Background: an optimization exercise with open tools, aiming at small area, a short achievable clock period and few clock cycles per item. Do not read the settings as production practice. RTL that was checked went through simulation tests only; none was proved equivalent to the original. Power and IR drop assume default switching activity.

Setup of willow:
==> module matvec3, before the edit <==
module matvec3 (
    input  logic                     clk,
    input  logic                     reset,
    input  logic                     input_valid,
    output logic                     input_ready,
    input  matvec_dims_pkg::sample_t input_data,
    output logic                     output_valid,
    input  logic                     output_ready,
    output matvec_dims_pkg::acc_t    output_data
);
    typedef matvec_dims_pkg::sample_t sample_t;
    typedef matvec_dims_pkg::acc_t    acc_t;
    logic [3:0]  ph;
    sample_t     ring [0:11];
    logic [3:0]  lp;             
    logic        ahead;          
    logic [1:0]  cr, ck;         
    logic [3:0]  cp;             
    logic        due;            
    logic [2:0]  xv;             
    logic        ready_q;
    logic [6:0]  one_q, two_q, neg_q;    
    logic        m_v, m_first, m_last;
    acc_t        acc_s, acc_c;   
    acc_t        sum_s, sum_c;
    logic        acc_done;       
    acc_t        out_q;
    logic        out_v;
    logic        in_fire;
    logic        issue;
    logic        transfer;
    assign input_ready  = ready_q;
    assign output_valid = out_v;
    assign output_data  = out_q;
    assign in_fire  = input_valid && ready_q;
    assign transfer = acc_done && !out_v;
    assign issue = due && xv[ck] && ((ck != 2'd0) || !out_v);
    logic [3:0] ph_n;
    logic [1:0] cr_i, ck_i;
    logic [3:0] cp_i;
    logic       last_p;          
    logic [3:0] lp_inc;
    logic       due_i, due_ni;
    logic       rdy_f_i, rdy_f_ni, rdy_nf_i, rdy_nf_ni;
    function automatic logic slot_free(input logic ahd, input logic [3:0] w, input logic [3:0] c);
        if (!ahd)
            slot_free = 1'b1;
        else if (w < 4'd9)
            slot_free = (c > w);
        else
            slot_free = (c > w - 4'd3);
    endfunction
    always_comb begin
        ph_n   = (ph == 4'd11) ? 4'd0 : ph + 4'd1;
        last_p = (cp == 4'd8);
        cp_i   = last_p ? 4'd0 : cp + 4'd1;
        ck_i   = (ck == 2'd2) ? 2'd0 : ck + 2'd1;
        cr_i   = (ck != 2'd2) ? cr : ((cr == 2'd2) ? 2'd0 : cr + 2'd1);
        due_i  = !last_p;
        due_ni = (ph == ((cp >= 4'd3) ? cp - 4'd3 : cp + 4'd9));
        lp_inc = (lp == 4'd11) ? 4'd0 : lp + 4'd1;
        rdy_f_i   = slot_free((lp == 4'd11) ? 1'b1 : (last_p ? 1'b0 : ahead), lp_inc, cp_i);
        rdy_f_ni  = slot_free((lp == 4'd11) ? 1'b1 : ahead, lp_inc, cp);
        rdy_nf_i  = (ph_n == lp) && slot_free(last_p ? 1'b0 : ahead, lp, cp_i);
        rdy_nf_ni = (ph_n == lp) && slot_free(ahead, lp, cp);
    end
    always_ff @(posedge clk) begin
        if (reset) begin
            ph       <= 4'd0;
            lp       <= '0;
            ahead    <= 1'b0;
            cr       <= '0;
            ck       <= '0;
            cp       <= '0;
            due      <= 1'b0;
            xv       <= '0;
            ready_q  <= 1'b1;
            m_v      <= 1'b0;
            acc_done <= 1'b0;
            out_v    <= 1'b0;
        end else begin
            ph <= ph_n;
            if (in_fire) begin
                lp <= lp_inc;
                ready_q <= issue ? rdy_f_i : rdy_f_ni;
            end else begin
                ready_q <= issue ? rdy_nf_i : rdy_nf_ni;
            end
            if (in_fire && lp == 4'd11)
                ahead <= 1'b1;
            else if (issue && last_p)
                ahead <= 1'b0;
            if (issue) begin
                cr <= cr_i;
                ck <= ck_i;
                cp <= cp_i;
            end
            due <= issue ? due_i : due_ni;
            for (int k = 0; k < 3; k++) begin
                if (in_fire && ph == 4'(9 + k))
                    xv[k] <= 1'b1;
                else if (issue && cr == 2'd2 && ck == 2'(k))
                    xv[k] <= 1'b0;
            end
            m_v <= issue;
            if (m_v && m_last)
                acc_done <= 1'b1;
            else if (transfer)
                acc_done <= 1'b0;
            if (transfer)
                out_v <= 1'b1;
            else if (output_ready)
                out_v <= 1'b0;
        end
    end
    sample_t    x_op;
    logic [6:0] x_lo;            
    always_comb begin
        case (cr)
            2'd0:    x_op = ring[0];
            2'd1:    x_op = ring[3];
            default: x_op = ring[6];
        endcase
    end
    assign x_lo = {x_op[11], x_op[9], x_op[7], x_op[5], x_op[3], x_op[1], 1'b0};
    always_ff @(posedge clk) begin
        ring[0] <= in_fire ? input_data : ring[11];
        for (int i = 1; i < 12; i++)
            ring[i] <= ring[i-1];
        for (int i = 0; i < 7; i++) begin
            one_q[i] <= issue && (x_op[2*i] ^ x_lo[i]);
            two_q[i] <= issue && ((x_op[2*i+1] && !x_op[2*i] && !x_lo[i]) ||
                                  (!x_op[2*i+1] && x_op[2*i] && x_lo[i]));
            neg_q[i] <= issue && x_op[2*i+1];
        end
        m_first <= issue && (ck == 2'd0);
        m_last  <= issue && (ck == 2'd2);
        acc_s <= sum_s;
        acc_c <= sum_c;
        if (transfer)
            out_q <= acc_s + acc_c;
    end
    mac_unit mac_unit_i (
        .a     (ring[10]),
        .one   (one_q),
        .two   (two_q),
        .neg   (neg_q),
        .v     (m_v),
        .acc_s (m_first ? acc_t'(28'h0004000) : acc_s),
        .acc_c (m_first ? acc_t'(0) : acc_c),
        .s     (sum_s),
        .c     (sum_c)
    );
endmodule
Settings: LEC_CHECK=0, CAP_MARGIN=20, CORE_MARGIN=2, CORE_UTILIZATION=60, CTS_BUF_LIST=sky130_fd_sc_hd__clkbuf_8, CTS_CLUSTER_DIAMETER=50, CTS_CLUSTER_SIZE=16, SETUP_SLACK_MARGIN=5, SLEW_MARGIN=20; clock period 8.5 ns.
standard.sh (not shown) runs the stock make flow with config.mk's settings and CLKGATE_MAP_FILE= SYNTH_SCRIPT=/design/flow/synth_recipe.tcl, a recipe that flattens the netlist after the stock synthesis.
==> flow/flow/run.sh <==
#!/bin/bash
# The standard layout, with plain buffers (not delay cells) on the ports and
# timing repair aimed below the clock period.
set -euo pipefail
bash standard.sh BUFFER_PORTS_ARGS="-buffer_cell sky130_fd_sc_hd__buf_2" SETUP_SLACK_MARGIN=5.45 finish > flow_make.log 2>&1
Testbench counts of willow, summed over its fixed seeds: cycles 4,688, jobs 384.
What quartz does differently from willow at the input level:
--- a/flow/design.v
+++ b/flow/design.v
@@ -855,22 +855,23 @@
     logic [6:0]  one_q, two_q, neg_q;    
     logic        m_v, m_first, m_last;
     acc_t        acc_s, acc_c;   
     acc_t        sum_s, sum_c;
     logic        acc_done;       
     acc_t        out_q;
-    logic        out_v;
+    logic        out_v;          
+    logic        out_free;       
     logic        in_fire;
     logic        issue;
     logic        transfer;
     assign input_ready  = ready_q;
     assign output_valid = out_v;
     assign output_data  = out_q;
     assign in_fire  = input_valid && ready_q;
-    assign transfer = acc_done && !out_v;
-    assign issue = due && xv[ck] && ((ck != 2'd0) || !out_v);
+    assign transfer = acc_done && out_free;
+    assign issue = due && xv[ck] && ((ck != 2'd0) || out_free);
     logic [3:0] ph_n;
     logic [1:0] cr_i, ck_i;
     logic [3:0] cp_i;
     logic       last_p;          
     logic [3:0] lp_inc;
     logic       due_i, due_ni;
@@ -908,12 +909,13 @@
             due      <= 1'b0;
             xv       <= '0;
             ready_q  <= 1'b1;
             m_v      <= 1'b0;
             acc_done <= 1'b0;
             out_v    <= 1'b0;
+            out_free <= 1'b1;
         end else begin
             ph <= ph_n;
             if (in_fire) begin
                 lp <= lp_inc;
                 ready_q <= issue ? rdy_f_i : rdy_f_ni;
             end else begin
@@ -937,16 +939,14 @@
             end
             m_v <= issue;
             if (m_v && m_last)
                 acc_done <= 1'b1;
             else if (transfer)
                 acc_done <= 1'b0;
-            if (transfer)
-                out_v <= 1'b1;
-            else if (output_ready)
-                out_v <= 1'b0;
+            out_v    <= transfer || (!out_free && !output_ready);
+            out_free <= !transfer && (out_free || output_ready);
         end
     end
     sample_t    x_op;
     logic [6:0] x_lo;            
     always_comb begin
         case (cr)
### Flow results
Non-clock buffer count shrinks by a few percent when moving from willow to quartz.
willow → quartz: inverter count of the layout excluding clock inverters +0.81%; post-CTS resize count went up 4.1%; multi-input gate share of the layout cell area moved up.
Against willow, quartz comes in 0.40 points lower on sequential share of layout area.
Maximum vdd ir drop: quartz < willow
In the metrics for quartz and willow, the one carrying the lower clock buffer count in the final layout is willow.
The RTL of quartz was laid out without a check of its function.

---

== rev 12 ==
matvec3 with an RTL version that a note above also has.
For scale: about 1,400 cells after synthesis, about 300 flip-flops, about 48 I/O pins, roughly 0.015 mm^2 of cells after synthesis.
==> module matvec3, before the edit <==
module matvec3 (
    input  logic                     clk,
    input  logic                     reset,
    input  logic                     input_valid,
    output logic                     input_ready,
    input  matvec_dims_pkg::sample_t input_data,
    output logic                     output_valid,
    input  logic                     output_ready,
    output matvec_dims_pkg::acc_t    output_data
);
    typedef matvec_dims_pkg::sample_t sample_t;
    typedef matvec_dims_pkg::acc_t    acc_t;
    logic [3:0]  ph;
    sample_t     ring [0:11];
    logic [3:0]  lp;             
    logic        ahead;          
    logic [1:0]  cr, ck;         
    logic [3:0]  cp;             
    logic        due;            
    logic [2:0]  xv;             
    logic        ready_q;
    logic [6:0]  one_q, two_q, neg_q;    
    logic        m_v, m_first, m_last;
    acc_t        acc_s, acc_c;   
    acc_t        sum_s, sum_c;
    logic        acc_done;       
    acc_t        out_q;
    logic        out_v;          
    logic        out_free;       
    logic        in_fire;
    logic        issue;
    logic        transfer;
    assign input_ready  = ready_q;
    assign output_valid = out_v;
    assign output_data  = out_q;
    assign in_fire  = input_valid && ready_q;
    assign transfer = acc_done && out_free;
    assign issue = due && xv[ck] && ((ck != 2'd0) || out_free);
    logic [3:0] ph_n;
    logic [1:0] cr_i, ck_i;
    logic [3:0] cp_i;
    logic       last_p;          
    logic [3:0] lp_inc;
    logic       due_i, due_ni;
    logic       rdy_f_i, rdy_f_ni, rdy_nf_i, rdy_nf_ni;
    function automatic logic slot_free(input logic ahd, input logic [3:0] w, input logic [3:0] c);
        if (!ahd)
            slot_free = 1'b1;
        else if (w < 4'd9)
            slot_free = (c > w);
        else
            slot_free = (c > w - 4'd3);
    endfunction
    always_comb begin
        ph_n   = (ph == 4'd11) ? 4'd0 : ph + 4'd1;
        last_p = (cp == 4'd8);
        cp_i   = last_p ? 4'd0 : cp + 4'd1;
        ck_i   = (ck == 2'd2) ? 2'd0 : ck + 2'd1;
        cr_i   = (ck != 2'd2) ? cr : ((cr == 2'd2) ? 2'd0 : cr + 2'd1);
        due_i  = !last_p;
        due_ni = (ph == ((cp >= 4'd3) ? cp - 4'd3 : cp + 4'd9));
        lp_inc = (lp == 4'd11) ? 4'd0 : lp + 4'd1;
        rdy_f_i   = slot_free((lp == 4'd11) ? 1'b1 : (last_p ? 1'b0 : ahead), lp_inc, cp_i);
        rdy_f_ni  = slot_free((lp == 4'd11) ? 1'b1 : ahead, lp_inc, cp);
        rdy_nf_i  = (ph_n == lp) && slot_free(last_p ? 1'b0 : ahead, lp, cp_i);
        rdy_nf_ni = (ph_n == lp) && slot_free(ahead, lp, cp);
    end
    always_ff @(posedge clk) begin
        if (reset) begin
            ph       <= 4'd0;
            lp       <= '0;
            ahead    <= 1'b0;
            cr       <= '0;
            ck       <= '0;
            cp       <= '0;
            due      <= 1'b0;
            xv       <= '0;
            ready_q  <= 1'b1;
            m_v      <= 1'b0;
            acc_done <= 1'b0;
            out_v    <= 1'b0;
            out_free <= 1'b1;
        end else begin
            ph <= ph_n;
            if (in_fire) begin
                lp <= lp_inc;
                ready_q <= issue ? rdy_f_i : rdy_f_ni;
            end else begin
                ready_q <= issue ? rdy_nf_i : rdy_nf_ni;
            end
            if (in_fire && lp == 4'd11)
                ahead <= 1'b1;
            else if (issue && last_p)
                ahead <= 1'b0;
            if (issue) begin
                cr <= cr_i;
                ck <= ck_i;
                cp <= cp_i;
            end
            due <= issue ? due_i : due_ni;
            for (int k = 0; k < 3; k++) begin
                if (in_fire && ph == 4'(9 + k))
                    xv[k] <= 1'b1;
                else if (issue && cr == 2'd2 && ck == 2'(k))
                    xv[k] <= 1'b0;
            end
            m_v <= issue;
            if (m_v && m_last)
                acc_done <= 1'b1;
            else if (transfer)
                acc_done <= 1'b0;
            out_v    <= transfer || (!out_free && !output_ready);
            out_free <= !transfer && (out_free || output_ready);
        end
    end
    sample_t    x_op;
    logic [6:0] x_lo;            
    always_comb begin
        case (cr)
            2'd0:    x_op = ring[0];
            2'd1:    x_op = ring[3];
            default: x_op = ring[6];
        endcase
    end
    assign x_lo = {x_op[11], x_op[9], x_op[7], x_op[5], x_op[3], x_op[1], 1'b0};
    always_ff @(posedge clk) begin
        ring[0] <= in_fire ? input_data : ring[11];
        for (int i = 1; i < 12; i++)
            ring[i] <= ring[i-1];
        for (int i = 0; i < 7; i++) begin
            one_q[i] <= issue && (x_op[2*i] ^ x_lo[i]);
            two_q[i] <= issue && ((x_op[2*i+1] && !x_op[2*i] && !x_lo[i]) ||
                                  (!x_op[2*i+1] && x_op[2*i] && x_lo[i]));
            neg_q[i] <= issue && x_op[2*i+1];
        end
        m_first <= issue && (ck == 2'd0);
        m_last  <= issue && (ck == 2'd2);
        acc_s <= sum_s;
        acc_c <= sum_c;
        if (transfer)
            out_q <= acc_s + acc_c;
    end
    mac_unit mac_unit_i (
        .a     (ring[10]),
        .one   (one_q),
        .two   (two_q),
        .neg   (neg_q),
        .v     (m_v),
        .acc_s (m_first ? acc_t'(28'h0004000) : acc_s),
        .acc_c (m_first ? acc_t'(0) : acc_c),
        .s     (sum_s),
        .c     (sum_c)
    );
endmodule
export LEC_CHECK = 0
export CAP_MARGIN = 20
export CORE_MARGIN = 2
export CORE_UTILIZATION = 60
export CTS_BUF_LIST = sky130_fd_sc_hd__clkbuf_8
export CTS_CLUSTER_DIAMETER = 50
export CTS_CLUSTER_SIZE = 16
export SETUP_SLACK_MARGIN = 5
export SLEW_MARGIN = 20
create_clock -name core_clock -period 8.5 [get_ports {clk}]
==> flow/flow/run.sh <==
#!/bin/bash
# The standard layout, with plain buffers (not delay cells) on the ports and
# timing repair aimed below the clock period.
set -euo pipefail
bash standard.sh BUFFER_PORTS_ARGS="-buffer_cell sky130_fd_sc_hd__buf_2" SETUP_SLACK_MARGIN=5.4 finish > flow_make.log 2>&1
[inputs] rev 13 vs rev 12
diff --git a/flow/design.v b/flow/design.v
--- a/flow/design.v
+++ b/flow/design.v
@@ -857,19 +857,18 @@
     acc_t        acc_s, acc_c;   
     acc_t        sum_s, sum_c;
     logic        acc_done;       
     acc_t        out_q;
-    logic        out_v;          
-    logic        out_free;       
+    logic        out_v;
     logic        in_fire;
     logic        issue;
     logic        transfer;
     assign input_ready  = ready_q;
     assign output_valid = out_v;
     assign output_data  = out_q;
     assign in_fire  = input_valid && ready_q;
-    assign transfer = acc_done && out_free;
-    assign issue = due && xv[ck] && ((ck != 2'd0) || out_free);
+    assign transfer = acc_done && !out_v;
+    assign issue = due && xv[ck] && ((ck != 2'd0) || !out_v);
     logic [3:0] ph_n;
     logic [1:0] cr_i, ck_i;
     logic [3:0] cp_i;
     logic       last_p;          
@@ -911,9 +910,8 @@
             ready_q  <= 1'b1;
             m_v      <= 1'b0;
             acc_done <= 1'b0;
             out_v    <= 1'b0;
-            out_free <= 1'b1;
         end else begin
             ph <= ph_n;
             if (in_fire) begin
                 lp <= lp_inc;
@@ -941,10 +939,12 @@
             if (m_v && m_last)
                 acc_done <= 1'b1;
             else if (transfer)
                 acc_done <= 1'b0;
-            out_v    <= transfer || (!out_free && !output_ready);
-            out_free <= !transfer && (out_free || output_ready);
+            if (transfer)
+                out_v <= 1'b1;
+            else if (output_ready)
+                out_v <= 1'b0;
         end
     end
     sample_t    x_op;
     logic [6:0] x_lo;            
==> comparison <==
Rev 13 vs. rev 12: global-route usage fell by 0.55 points; proportion of power drawn by the clock network rose by 0.7 points; maximum frequency rose by about 0.5%; sequential power share fell by 0.2 points. Rev 13 ended with less final period utilization than rev 12. Comparing rev 13 and rev 12, the lower number of fill cells was measured on rev 12. Taking rev 12 as the reference point, the buffering overhead of rev 13 falls by 0.16 points.
Testbench counts of rev 13, summed over its fixed seeds: cycles 4,688, jobs 384.
Function not checked in rev 12: the RTL went through the layout flow alone.

[afterwards: timing with drivers on the ports]
The results above use ideal ports. As a check the final layouts listed here were re-extracted and re-timed, cells and wires unchanged.
Step 1, drivers: a clkbuf_16 drives clk and a buf_2 each remaining input, both assumed.
Step 2 moves the port delays by t, midway between the first and last clock arrival at a register: inputs arrive t later, outputs are due t later. That takes back most of the time a late clock gives input paths.
Slacks: ideal / step 1 / step 2; pairs: ideal / step 1.
run | t, ns | setup WS [ns] | hold WS [ns]
willow | 0.621 | 5.505 / 5.505 / 5.132 | 0.320 / 0.320 / 0.320
quartz | 0.641 | 5.535 / 5.535 / 5.241 | 0.328 / 0.328 / 0.328
rev 12 | 0.634 | 5.461 / 5.461 / 5.221 | 0.320 / 0.320 / 0.320
rev 13 | 0.631 | 5.477 / 5.477 / 5.063 | 0.323 / 0.323 / 0.323
After both steps setup and hold are still met in every run listed. The setup slack of rev 13, which loses most, moves by 0.000 ns with the drivers and by -0.414 ns with both steps.
